From an optimization exercise on the open Yosys and OpenROAD flow, aimed at small area and few clock cycles per item; shortcuts taken in it are not production practice. Function was checked by simulation only, so behaviour that the tests miss may differ from the original.

$ cat flow/config.mk
export PLATFORM = sky130hd
export DESIGN_NAME = banded_temperature_motor_regulator_core
export DESIGN_NICKNAME = banded_temperature_motor_regulator_core
export VERILOG_FILES = /design/flow/design.v
export SDC_FILE = /design/flow/constraint.sdc
export NUM_CORES = 4
export LEC_CHECK = 0
export CAP_MARGIN = 20
export CORE_MARGIN = 2
export CORE_UTILIZATION = 40
export PLACE_DENSITY = 0.6
export SLEW_MARGIN = 20
$ cat flow/constraint.sdc
create_clock -name core_clock -period 9.0 [get_ports {clk}]
set_input_delay 1.8000 -clock core_clock [delete_from_list [all_inputs] [get_ports {clk}]]
set_output_delay 1.8000 -clock core_clock [all_outputs]
set_load 0.01 [all_outputs]
$ cat flow/design.v
`default_nettype none
package brtm_pkg;
  localparam int SPEED_W    = 8;
  localparam int BAND_CFG_W = 8;
  localparam int IVAL_W     = 16;
  localparam int CFG_IDX_W  = 3;
  localparam int CFG_DATA_W = 16;
  localparam logic [CFG_IDX_W-1:0] REG_LIMIT_ONE = 3'd0;
  localparam logic [CFG_IDX_W-1:0] REG_LIMIT_TWO = 3'd1;
  localparam logic [CFG_IDX_W-1:0] REG_SETPOINT  = 3'd2;
  localparam logic [CFG_IDX_W-1:0] REG_BAND      = 3'd3;
  localparam logic [CFG_IDX_W-1:0] REG_INTERVAL  = 3'd4;
  localparam int BAND_CODE_W = 3;
  typedef logic [BAND_CODE_W-1:0] band_t;
  localparam band_t BAND_HOLD       = 3'd0;
  localparam band_t BAND_HOT_MAX    = 3'd1;
  localparam band_t BAND_HOT_BIG    = 3'd2;
  localparam band_t BAND_HOT_SMALL  = 3'd3;
  localparam band_t BAND_COLD_MAX   = 3'd4;
  localparam band_t BAND_COLD_BIG   = 3'd5;
  localparam band_t BAND_COLD_SMALL = 3'd6;
  localparam int QUEUE_DEPTH = 4;
  localparam int QUEUE_PTR_W = 2;
  localparam int STEP_W    = 32;
  localparam int VOL_W     = 48;
  localparam int ELAPSED_W = 32;
  localparam int PROD_W    = ELAPSED_W + SPEED_W;
  localparam int VOL_SHIFT = 11;
  localparam int SCALED_W  = PROD_W + VOL_SHIFT;
  localparam int DIV_W     = 19;
  localparam logic [DIV_W-1:0] VOL_DIV = 19'd266625;
  localparam int RECIP_W   = 34;
  localparam logic [RECIP_W-1:0] VOL_RECIP =
    RECIP_W'((64'd1 << (PROD_W + VOL_SHIFT)) / 64'd266625);
  localparam int P_LO_W    = 20;
  localparam int R_LO_W    = 17;
  localparam int PP_W      = 37;
  localparam int SB_W      = PP_W + 4;
  localparam int SUM_W     = PROD_W + RECIP_W;
  localparam int QE_W      = SUM_W - PROD_W;
  localparam int OUT_DW    = 104;
  typedef struct packed {
    logic [SPEED_W-1:0] applied;
    logic [SPEED_W-1:0] wanted;
    logic               changed;
  } res_info_t;
  typedef struct packed {
    logic [SPEED_W-1:0] limit_one;
    logic [SPEED_W-1:0] limit_two;
    logic [IVAL_W-1:0]  interval;
  } back_cfg_t;
endpackage
`default_nettype wire
`default_nettype none
import brtm_pkg::*;
module brtm_front #(
  parameter int TEMP_WIDTH = 12,
  parameter int TIME_WIDTH = 32
) (
  input  logic                                        clk,
  input  logic                                        rst_n,
  input  logic                                        in_valid,
  output logic                                        in_ready,
  input  logic signed [TEMP_WIDTH-1:0]                temperature,
  input  logic [TIME_WIDTH-1:0]                       time_ms,
  input  logic signed [TEMP_WIDTH-1:0]                setpoint,
  input  logic [brtm_pkg::BAND_CFG_W-1:0]             band_width,
  input  logic                                        q_full,
  output logic                                        q_push,
  output logic [TIME_WIDTH+brtm_pkg::BAND_CODE_W-1:0] q_data
);
  localparam int CW = TEMP_WIDTH + BAND_CFG_W + 3;
  logic signed [TEMP_WIDTH-1:0] prev_temp_r;
  logic signed [CW-1:0] t_x, s_x, g1, g2, g4;
  logic rising, falling;
  brtm_pkg::band_t code;
  assign in_ready = !q_full;
  assign q_push   = in_valid && in_ready;
  always_comb begin
    t_x = {{(CW-TEMP_WIDTH){temperature[TEMP_WIDTH-1]}}, temperature};
    s_x = {{(CW-TEMP_WIDTH){setpoint[TEMP_WIDTH-1]}}, setpoint};
    g1  = $signed({{(CW-BAND_CFG_W){1'b0}}, band_width});
    g2  = g1 <<< 1;
    g4  = g1 <<< 2;
    rising  = temperature > prev_temp_r;
    falling = temperature < prev_temp_r;
    code = BAND_HOLD;
    priority if (t_x > s_x + g4) begin
      code = BAND_HOT_MAX;
    end else if (t_x > s_x + g2) begin
      code = rising ? BAND_HOT_BIG : BAND_HOLD;
    end else if (t_x > s_x + g1) begin
      code = rising ? BAND_HOT_SMALL : BAND_HOLD;
    end else if (t_x < s_x - g4) begin
      code = BAND_COLD_MAX;
    end else if (t_x < s_x - g2) begin
      code = falling ? BAND_COLD_BIG : BAND_HOLD;
    end else if (t_x < s_x - g1) begin
      code = falling ? BAND_COLD_SMALL : BAND_HOLD;
    end else begin
      code = BAND_HOLD;
    end
  end
  assign q_data = {time_ms, code};
  always_ff @(posedge clk) begin
    if (!rst_n) begin
      prev_temp_r <= '0;
    end else if (q_push) begin
      prev_temp_r <= temperature;
    end
  end
endmodule
`default_nettype wire
`default_nettype none
import brtm_pkg::*;
module brtm_fifo #(
  parameter int WIDTH = 35
) (
  input  logic             clk,
  input  logic             rst_n,
  input  logic             push,
  input  logic [WIDTH-1:0] wr_data,
  output logic             full,
  input  logic             pop,
  output logic             rd_valid,
  output logic [WIDTH-1:0] rd_data
);
  localparam int CNT_W = QUEUE_PTR_W + 1;
  logic [WIDTH-1:0]       mem_r [QUEUE_DEPTH];
  logic [QUEUE_PTR_W-1:0] wr_ptr_r, rd_ptr_r;
  logic [CNT_W-1:0]       count_r, count_nxt;
  logic                   do_push, do_pop;
  assign full     = count_r == CNT_W'(QUEUE_DEPTH);
  assign rd_valid = count_r != '0;
  assign rd_data  = mem_r[rd_ptr_r];
  assign do_push  = push && !full;
  assign do_pop   = pop && rd_valid;
  always_comb begin
    count_nxt = count_r;
    if (do_push && !do_pop) begin
      count_nxt = count_r + CNT_W'(1);
    end else if (do_pop && !do_push) begin
      count_nxt = count_r - CNT_W'(1);
    end
  end
  always_ff @(posedge clk) begin
    if (!rst_n) begin
      wr_ptr_r <= '0;
      rd_ptr_r <= '0;
      count_r  <= '0;
    end else begin
      count_r <= count_nxt;
      if (do_push) begin
        wr_ptr_r <= wr_ptr_r + QUEUE_PTR_W'(1);
      end
      if (do_pop) begin
        rd_ptr_r <= rd_ptr_r + QUEUE_PTR_W'(1);
      end
    end
  end
  always_ff @(posedge clk) begin
    if (do_push) begin
      mem_r[wr_ptr_r] <= wr_data;
    end
  end
endmodule
`default_nettype wire
`default_nettype none
import brtm_pkg::*;
module brtm_volume (
  input  logic                          clk,
  input  logic                          rst_n,
  input  logic                          en,
  input  logic                          in_valid,
  input  brtm_pkg::res_info_t           in_info,
  input  logic [brtm_pkg::ELAPSED_W-1:0] in_elapsed,
  input  logic [brtm_pkg::SPEED_W-1:0]  in_speed,
  output logic                          out_valid,
  output brtm_pkg::res_info_t           out_info,
  output logic [brtm_pkg::STEP_W-1:0]   out_step
);
  localparam int NSTG = 6;
  logic [NSTG-1:0] vld_r;
  localparam int INFO_W = 2 * SPEED_W + 1;
  logic [INFO_W-1:0] info_r [NSTG];
  logic [PROD_W-1:0]   p1_r, p2_r, p3_r, p4_r, p5_r;
  logic [PP_W-1:0]     pp_hh_r, pp_hl_r, pp_lh_r, pp_ll_r;
  logic [SUM_W-1:0]    sa_r;
  logic [SB_W-1:0]     sb_r;
  logic [QE_W-1:0]     qe4_r;
  logic [SCALED_W-1:0] qd5_r;
  logic [STEP_W-1:0]   q5_r;
  logic                sat5_r;
  logic [STEP_W-1:0]   step6_r;
  logic [SUM_W-1:0]    total;
  logic [SCALED_W-1:0] rem;
  logic                sat4;
  always_comb begin
    total = sa_r + (SUM_W'(sb_r) << R_LO_W);
    sat4  = (|qe4_r[QE_W-1:STEP_W]) || (&qe4_r[STEP_W-1:0]);
    rem   = {p5_r, {VOL_SHIFT{1'b0}}} - qd5_r;
  end
  always_ff @(posedge clk) begin
    if (!rst_n) begin
      vld_r <= '0;
    end else if (en) begin
      vld_r <= {vld_r[NSTG-2:0], in_valid};
    end
  end
  always_ff @(posedge clk) begin
    if (en) begin
      info_r[0] <= in_info;
      for (int i = 1; i < NSTG; i++) begin
        info_r[i] <= info_r[i-1];
      end
      p1_r    <= PROD_W'(in_elapsed) * PROD_W'(in_speed);
      pp_hh_r <= PP_W'(p1_r[PROD_W-1:P_LO_W]) * PP_W'(VOL_RECIP[RECIP_W-1:R_LO_W]);
      pp_hl_r <= PP_W'(p1_r[PROD_W-1:P_LO_W]) * PP_W'(VOL_RECIP[R_LO_W-1:0]);
      pp_lh_r <= PP_W'(p1_r[P_LO_W-1:0]) * PP_W'(VOL_RECIP[RECIP_W-1:R_LO_W]);
      pp_ll_r <= PP_W'(p1_r[P_LO_W-1:0]) * PP_W'(VOL_RECIP[R_LO_W-1:0]);
      p2_r    <= p1_r;
      sa_r    <= {pp_hh_r, pp_ll_r};
      sb_r    <= SB_W'({pp_hl_r, 3'b000}) + SB_W'(pp_lh_r);
      p3_r    <= p2_r;
      qe4_r   <= total[SUM_W-1:PROD_W];
      p4_r    <= p3_r;
      qd5_r   <= SCALED_W'(qe4_r[STEP_W-1:0]) * SCALED_W'(VOL_DIV);
      q5_r    <= qe4_r[STEP_W-1:0];
      sat5_r  <= sat4;
      p5_r    <= p4_r;
      if (sat5_r) begin
        step6_r <= '1;
      end else begin
        step6_r <= q5_r + STEP_W'(rem >= SCALED_W'(VOL_DIV));
      end
    end
  end
  assign out_valid = vld_r[NSTG-1];
  assign out_info  = info_r[NSTG-1];
  assign out_step  = step6_r;
endmodule
`default_nettype wire
`default_nettype none
import brtm_pkg::*;
module brtm_back #(
  parameter int TIME_WIDTH = 32
) (
  input  logic                                        clk,
  input  logic                                        rst_n,
  input  brtm_pkg::back_cfg_t                         cfg,
  input  logic                                        q_valid,
  input  logic [TIME_WIDTH+brtm_pkg::BAND_CODE_W-1:0] q_data,
  output logic                                        q_pop,
  output logic                                        out_valid,
  input  logic                                        out_ready,
  output brtm_pkg::res_info_t                         out_info,
  output logic [brtm_pkg::STEP_W-1:0]                 out_step,
  output logic [brtm_pkg::VOL_W-1:0]                  out_total
);
  localparam int ENTRY_W = TIME_WIDTH + BAND_CODE_W;
  localparam int SX_W    = SPEED_W + 2;
  brtm_pkg::band_t                   ent_band;
  logic [TIME_WIDTH-1:0]   ent_time, elapsed;
  logic                    adv, chg;
  logic [SPEED_W-1:0]      cur_r, last_hi, last_lo, d_full, d_half, want;
  logic [TIME_WIDTH-1:0]   last_r;
  logic signed [SX_W-1:0]  cur_x, want_raw, hi_x, lo_x;
  logic                    s1_valid_r;
  brtm_pkg::res_info_t               s1_info_r;
  logic [ELAPSED_W-1:0]    s1_elapsed_r;
  logic [SPEED_W-1:0]      s1_speed_r;
  logic                    vol_valid;
  brtm_pkg::res_info_t               vol_info;
  logic [STEP_W-1:0]       vol_step;
  logic                    out_valid_r;
  brtm_pkg::res_info_t               out_info_r;
  logic [STEP_W-1:0]       out_step_r;
  logic [VOL_W-1:0]        acc_r, acc_nxt;
  logic [VOL_W:0]          acc_sum;
  assign ent_band = q_data[BAND_CODE_W-1:0];
  assign ent_time = q_data[ENTRY_W-1:BAND_CODE_W];
  assign adv   = !out_valid_r || out_ready;
  assign q_pop = adv && q_valid;
  always_comb begin
    last_hi = (cfg.limit_one > cfg.limit_two) ? cfg.limit_one : cfg.limit_two;
    last_lo = (cfg.limit_one > cfg.limit_two) ? cfg.limit_two : cfg.limit_one;
    d_full  = (last_hi - last_lo) >> 1;
    d_half  = d_full >> 1;
    cur_x   = $signed({2'b00, cur_r});
    hi_x    = $signed({2'b00, last_hi});
    lo_x    = $signed({2'b00, last_lo});
    unique case (ent_band)
      BAND_HOT_MAX:    want_raw = lo_x;
      BAND_HOT_BIG:    want_raw = cur_x - $signed({2'b00, d_full});
      BAND_HOT_SMALL:  want_raw = cur_x - $signed({2'b00, d_half});
      BAND_COLD_MAX:   want_raw = hi_x;
      BAND_COLD_BIG:   want_raw = cur_x + $signed({2'b00, d_full});
      BAND_COLD_SMALL: want_raw = cur_x + $signed({2'b00, d_half});
      default:         want_raw = cur_x;
    endcase
    if (want_raw > hi_x) begin
      want = last_hi;
    end else if (want_raw < lo_x) begin
      want = last_lo;
    end else begin
      want = want_raw[SPEED_W-1:0];
    end
    elapsed = ent_time - last_r;
    chg     = (want != cur_r) && (elapsed > TIME_WIDTH'(cfg.interval));
  end
  always_ff @(posedge clk) begin
    if (!rst_n) begin
      cur_r      <= '0;
      last_r     <= '0;
      s1_valid_r <= 1'b0;
    end else if (adv) begin
      s1_valid_r <= q_valid;
      if (q_valid && chg) begin
        cur_r  <= want;
        last_r <= ent_time;
      end
    end
  end
  always_ff @(posedge clk) begin
    if (adv) begin
      s1_info_r.applied <= chg ? want : cur_r;
      s1_info_r.wanted  <= want;
      s1_info_r.changed <= chg;
      s1_elapsed_r      <= ELAPSED_W'(elapsed);
      s1_speed_r        <= chg ? cur_r : '0;
    end
  end
  brtm_volume u_volume (
    .clk        (clk),
    .rst_n      (rst_n),
    .en         (adv),
    .in_valid   (s1_valid_r),
    .in_info    (s1_info_r),
    .in_elapsed (s1_elapsed_r),
    .in_speed   (s1_speed_r),
    .out_valid  (vol_valid),
    .out_info   (vol_info),
    .out_step   (vol_step)
  );
  always_comb begin
    acc_sum = {1'b0, acc_r} + (VOL_W+1)'(vol_step);
    acc_nxt = acc_sum[VOL_W] ? '1 : acc_sum[VOL_W-1:0];
  end
  always_ff @(posedge clk) begin
    if (!rst_n) begin
      out_valid_r <= 1'b0;
      acc_r       <= '0;
    end else if (adv) begin
      out_valid_r <= vol_valid;
      if (vol_valid) begin
        acc_r <= acc_nxt;
      end
    end
  end
  always_ff @(posedge clk) begin
    if (adv && vol_valid) begin
      out_info_r <= vol_info;
      out_step_r <= vol_step;
    end
  end
  always_comb begin
    out_total = acc_r;
    out_valid = out_valid_r;
    out_info  = out_info_r;
    out_step  = out_step_r;
  end
endmodule
`default_nettype wire
`default_nettype none
import brtm_pkg::*;
module banded_temperature_motor_regulator_core #(
  parameter int TEMP_WIDTH = 12,
  parameter int TIME_WIDTH = 32,
  localparam int IN_DW = ((TEMP_WIDTH + TIME_WIDTH + 7) / 8) * 8
) (
  input  logic                              clk,
  input  logic                              rst_n,
  input  logic                              in_tvalid,
  output logic                              in_tready,
  input  logic [IN_DW-1:0]                  in_tdata,
  output logic                              out_tvalid,
  input  logic                              out_tready,
  output logic [brtm_pkg::OUT_DW-1:0]       out_tdata,
  input  logic                              cfg_we,
  input  logic [brtm_pkg::CFG_IDX_W-1:0]    cfg_index,
  input  logic [brtm_pkg::CFG_DATA_W-1:0]   cfg_wdata
);
  localparam int ENTRY_W = TIME_WIDTH + BAND_CODE_W;
  localparam int PAD_W   = OUT_DW - (2 * SPEED_W + 1 + STEP_W + VOL_W);
  logic [SPEED_W-1:0]           lim_one_r, lim_two_r;
  logic signed [TEMP_WIDTH-1:0] setpoint_r;
  logic [BAND_CFG_W-1:0]        band_r;
  logic [IVAL_W-1:0]            interval_r;
  logic                         q_push, q_full, q_valid, q_pop;
  logic [ENTRY_W-1:0]           q_wdata, q_rdata;
  brtm_pkg::back_cfg_t                    back_cfg;
  brtm_pkg::res_info_t                    res_info;
  logic [STEP_W-1:0]            res_step;
  logic [VOL_W-1:0]             res_total;
  always_ff @(posedge clk) begin
    if (!rst_n) begin
      lim_one_r  <= 8'd255;
      lim_two_r  <= 8'd0;
      setpoint_r <= '0;
      band_r     <= 8'd1;
      interval_r <= 16'd10000;
    end else if (cfg_we) begin
      unique case (cfg_index)
        REG_LIMIT_ONE: lim_one_r  <= cfg_wdata[SPEED_W-1:0];
        REG_LIMIT_TWO: lim_two_r  <= cfg_wdata[SPEED_W-1:0];
        REG_SETPOINT:  setpoint_r <= $signed(cfg_wdata[TEMP_WIDTH-1:0]);
        REG_BAND:      band_r     <= cfg_wdata[BAND_CFG_W-1:0];
        REG_INTERVAL:  interval_r <= cfg_wdata[IVAL_W-1:0];
        default: ;
      endcase
    end
  end
  assign back_cfg.limit_one = lim_one_r;
  assign back_cfg.limit_two = lim_two_r;
  assign back_cfg.interval  = interval_r;
  brtm_front #(
    .TEMP_WIDTH (TEMP_WIDTH),
    .TIME_WIDTH (TIME_WIDTH)
  ) u_front (
    .clk         (clk),
    .rst_n       (rst_n),
    .in_valid    (in_tvalid),
    .in_ready    (in_tready),
    .temperature ($signed(in_tdata[TEMP_WIDTH-1:0])),
    .time_ms     (in_tdata[TEMP_WIDTH +: TIME_WIDTH]),
    .setpoint    (setpoint_r),
    .band_width  (band_r),
    .q_full      (q_full),
    .q_push      (q_push),
    .q_data      (q_wdata)
  );
  brtm_fifo #(
    .WIDTH (ENTRY_W)
  ) u_queue (
    .clk      (clk),
    .rst_n    (rst_n),
    .push     (q_push),
    .wr_data  (q_wdata),
    .full     (q_full),
    .pop      (q_pop),
    .rd_valid (q_valid),
    .rd_data  (q_rdata)
  );
  brtm_back #(
    .TIME_WIDTH (TIME_WIDTH)
  ) u_back (
    .clk       (clk),
    .rst_n     (rst_n),
    .cfg       (back_cfg),
    .q_valid   (q_valid),
    .q_data    (q_rdata),
    .q_pop     (q_pop),
    .out_valid (out_tvalid),
    .out_ready (out_tready),
    .out_info  (res_info),
    .out_step  (res_step),
    .out_total (res_total)
  );
  assign out_tdata = {{PAD_W{1'b0}}, res_total, res_step, res_info.changed,
                      res_info.wanted, res_info.applied};
endmodule
`default_nettype wire
$ cat flow/run.sh
#!/bin/bash
# synth_recipe.tcl (not shown) runs the flow's synth.tcl, then flattens the netlist and writes it again
# the make line also repeats each setting of config.mk as NAME=value (left out here)
make -C /OpenROAD-flow-scripts/flow DESIGN_CONFIG=/design/flow/config.mk WORK_HOME=/design/flow/orfs CLKGATE_MAP_FILE= SYNTH_SCRIPT=/design/flow/synth_recipe.tcl finish
==> summary.md <==
| Metric | Value |
|---|---|
| CTS HTree Levels | `3` |
| Core Box Area | `0.210 mm^2` |
| Worst r2r dst | `u_back.cur_r[2]` |
| Die H | `464 um` |
| Register area share after synthesis | `35.7%` |
| Largest net degree at the start of global routing | `154` |
| Rel. slew slack | `26.6%` |
| HP Start | `u_back.s1_info_r[13]` |
| Final min period | `8.44 ns` |
| Tcrit/Tclk final | `93.8%` |
| CP top delay family | `compound AO/OA/AOI/OAI gates` |
| Max-Cap Viols | `0` |
| DR vias/cell | `5.14` |
| Clock latency on the worst-skew pair | `0.81 ns` |
| Final slew viol count | `0` |
| Crit path kind | `flop to flop` |
| Final net count | `9824` |
| First-pass GRT wire length | `322000 um` |
| Router iterations before antenna repair | `6` |
| CTS clk-pin slew, worst paths | `0.06 ns` |
| GRT Total Usage | `19.0%` |
| Most used DFF post-synth | `edfxtp_1` |
| RR Startpoint | `lim_two_r[6]` |
| Status | `finished clean` |
| Layout cells sized above 1 | `5.73%` |
| Final Hold Vio Count | `0` |
| Placement row count | `168` |
| Worst Skew | `0.0731 ns` |
| Grt ovf | `0` |
| Die footprint | `0.216 mm^2` |
| WHS | `0.388 ns` |
| Startpoint types | `flop` |
| Post-Route WL | `203000 um` |
| Hold Path End | `u_back.u_volume.info_r[0][13]` |
| Via count | `55277` |
| R2r setup slk | `0.56 ns` |
| Peak Freq | `119 MHz` |
| TritonCTS buffer count | `113` |
| Worst path bufs/invs | `6` |
| GP Congestion | `0.926` |
| Yosys warnings | `6` |
| Final setup viols | `0` |
| Routed len/inst | `18.8 um` |
| Post-synth EDFFs | `895` |
| CTS max path bufs | `3` |
| Hold Path Class | `flop to flop` |
| CTS tree | `built` |
| CP max stage cell | `a211oi_1` |
| Clk sinks | `1064` |
| Util after Layout | `45.1%` |
| Starting density of the core | `40.4%` |
| Die X | `464 um` |
| Mean post-synth cell area | `11.2 um^2` |
| Synth area leader | `edfxtp_1` |
| Antenna Violating Nets Remaining | `0` |
| CP Data Arrival Time | `9.07 ns` |
| Root buffer cell | `clkbuf_16` |
| Synth area leaders | `edfxtp_1 (32%), ha_1 (17%), fa_1 (17%)` |
| Worst-margin pin slew | `1.10 ns` |
| Critical path data required time | `9.63 ns` |
| Fill count | `19243` |
| Ys async rst share | `0%` |
| Gate Count Post-Synth | `7543` |
| Area growth syn-to-layout | `11.7%` |
| Dpl hpwl | `162000 um` |
| IO buf count | `166` |
| Endpoint type of the worst setup path | `flop` |
| Antenna violations before repair | `1` |
| Worst path max stage delay | `0.41 ns` |
| Share of the synthesized area in the top cell type | `31.7%` |
| Vias in the first global route | `57164` |
| Reg2reg path depth | `42` |
| Hold depth | `0` |
| Library cells used by synthesis | `98` |
| Drt initial violations | `3194` |
| Post-Syn Area | `0.0847 mm^2` |
| Hold buffers post-CTS | `0` |
| DRC viols | `0` |
| # IOs | `178` |
| Crit Path Max Fanout | `8` |
| Number of synthesized register bits | `1064` |
## per-layer routing
| metal | routed length (um) | track usage (%) |
|---|---|---|
| met5 | 0 | 0 |
| met1 | 88100 | 24.3 |
| met3 | 8290 | 2.71 |
| met2 | 99300 | 32.9 |
| met4 | 6860 | 6.01 |
## cells by family (layout without fill, tap and decap cells)
kind of cell / count (synthesis) / in the layout / share of synthesized area [%]
xor+xnor: 399 / 399 / 4.16
compound gates: 1244 / 1244 / 9.19
fa+ha+maj: 1907 / 1907 / 34.6
simple gates: 1621 / 1621 / 9.19
buf+inv: 1206 / 1601 / 5.42
other cells: 1 / 10 / 0.00443
flops: 1064 / 1064 / 35.7
mux: 101 / 101 / 1.71
## registers in the layout, indices dropped and copies added, names as in the netlist, 30 cells and up, named ones only
register / count
u_back.u_volume.p2_r: 40
u_back.last_r: 32
u_back.u_volume.info_r: 102
u_queue.mem_r: 140
u_back.u_volume.qe4_r: 34
u_back.u_volume.sa_r: 51
u_back.acc_r: 48
u_back.u_volume.p1_r: 40
u_back.u_volume.p5_r: 40
u_back.u_volume.qd5_r: 51
u_back.u_volume.p4_r: 40
u_back.u_volume.step6_r: 32
u_back.u_volume.pp_hl_r: 34
u_back.u_volume.pp_lh_r: 30
u_back.u_volume.p3_r: 40
u_back.u_volume.pp_hh_r: 30
u_back.s1_elapsed_r: 32
u_back.u_volume.sb_r: 38
u_back.out_step_r: 32
## synth_stat cells (all sizes together) (9+ instances only)
library cell / count
o21ai: 258
buf: 24
o41ai: 12
o31ai: 14
nor2b: 70
a21oi: 449
nand4: 56
a22oi: 10
nand2b: 70
ha: 1177
nand3: 100
o21bai: 60
a2111oi: 13
nor2: 318
a21o: 120
a211oi: 25
dfxtp: 169
and2: 147
or3: 37
xnor2: 284
and3: 50
nor4: 30
or4: 10
mux2i: 57
o211ai: 35
clkbuf: 109
nand2: 570
a211o: 11
mux2: 10
nor3: 102
and4: 10
inv: 1072
fa: 730
o21a: 75
or3b: 9
edfxtp: 895
a221oi: 9
o2111ai: 14
or2: 23
mux4: 34
a31oi: 28
a21boi: 16
xor2: 113
## cell usage in the layout, fill, tap and decap left out, types with 28 or more instances in the layout
master,n
nand3_1,100
or3_1,37
o21a_1,75
a21oi_1,444
clkdlybuf4s50_1,165
o211ai_1,35
o21ai_0,245
nor3_1,100
fa_1,730
o21bai_1,60
nand2_1,569
ha_1,1176
xor2_1,113
nor2_1,315
a21o_1,119
and3_1,45
nand2b_1,70
clkbuf_16,115
buf_4,145
inv_1,1071
edfxtp_1,895
a31oi_1,28
mux2i_1,56
nor2b_1,70
dfxtp_1,168
and2_1,145
xnor2_1,284
nand4_1,56
mux4_2,34
## area by class of cell
type / count / area [um^2] / area share (%)
diodes: 3 / 7.51 / 0.00793
multi-input cells: 5279 / 50100 / 52.9
clock buffers: 142 / 3040 / 3.21
clock inverters: 72 / 898 / 0.949
repair buffers: 314 / 2800 / 2.96
flip-flops and latches: 1064 / 30300 / 32.0
inverters: 1073 / 4050 / 4.28
well taps: 2805 / 3510 / 3.71
## worst max-delay path by stage
| stage | startpoint | end | slack, ns | cells past startpoint |
|---|---|---|---|---|
| after floorplan | lim_two_r[6] | u_back.s1_info_r[11] | 0.28 | 43 |
| after global placement | lim_two_r[6] | u_back.cur_r[4] | -0.09 | 49 |
| after detailed placement | lim_two_r[6] | u_back.last_r[24] | -0.06 | 49 |
| after CTS | lim_two_r[6] | u_back.cur_r[7] | 0.005 | 49 |
| after global routing | lim_two_r[6] | u_back.cur_r[1] | -0.03 | 44 |
| final | lim_two_r[6] | u_back.cur_r[2] | 0.56 | 42 |
## metrics by stage
step | std cells | area [um^2] | worst slack [ns] | TNS (ns)
2_1_floorplan | 7549 | 84800 | 0.276 | 0
3_3_place_gp | 10527 | 90500 | -0.0921 | -2.56
3_5_place_dp | 10527 | 90500 | -0.0645 | -1.29
4_1_cts | 10741 | 94400 | 0.00547 | 0
5_1_grt | 10750 | 94700 | -0.0308 | -0.504
6_report | 10752 | 94700 | 0.562 | 0
## timing repair
action	CTS	global route
pin swaps	1	16
endpoints found under the setup margin	44	52
buffers inserted	0	8
gates resized for setup	4	42
Testbench counts, summed over its fixed seeds: cycles 16,288, items 16,000.

separate check: timing with driven ports:
No port has a modelled driver above. Below, the same layout with a new extraction and two added sets of constraints. Step 1 assumes that a clkbuf_16 drives the clock port and a buf_2 every other input. Step 2 times the ports against the registers' clock, not the clock port: input delays grow and output delays shrink by t, the midpoint of the rising clock arrivals with the driver on. Slacks: ideal / step 1 / step 2; pairs: ideal / step 1.
shift t [ns]: 0.855
slack for setup (ns): 0.562 / 0.562 / 0.562
worst hold slack (ns): 0.388 / 0.388 / 0.388
slew at the worst register clock pin (ns): 0.08 / 0.08
worst data-port slew with drivers (ns): 0.08
After both steps this run still meets setup and hold. For this run, drivers alone change the setup slack by 0.000 ns; drivers and shift together by 0.000 ns.
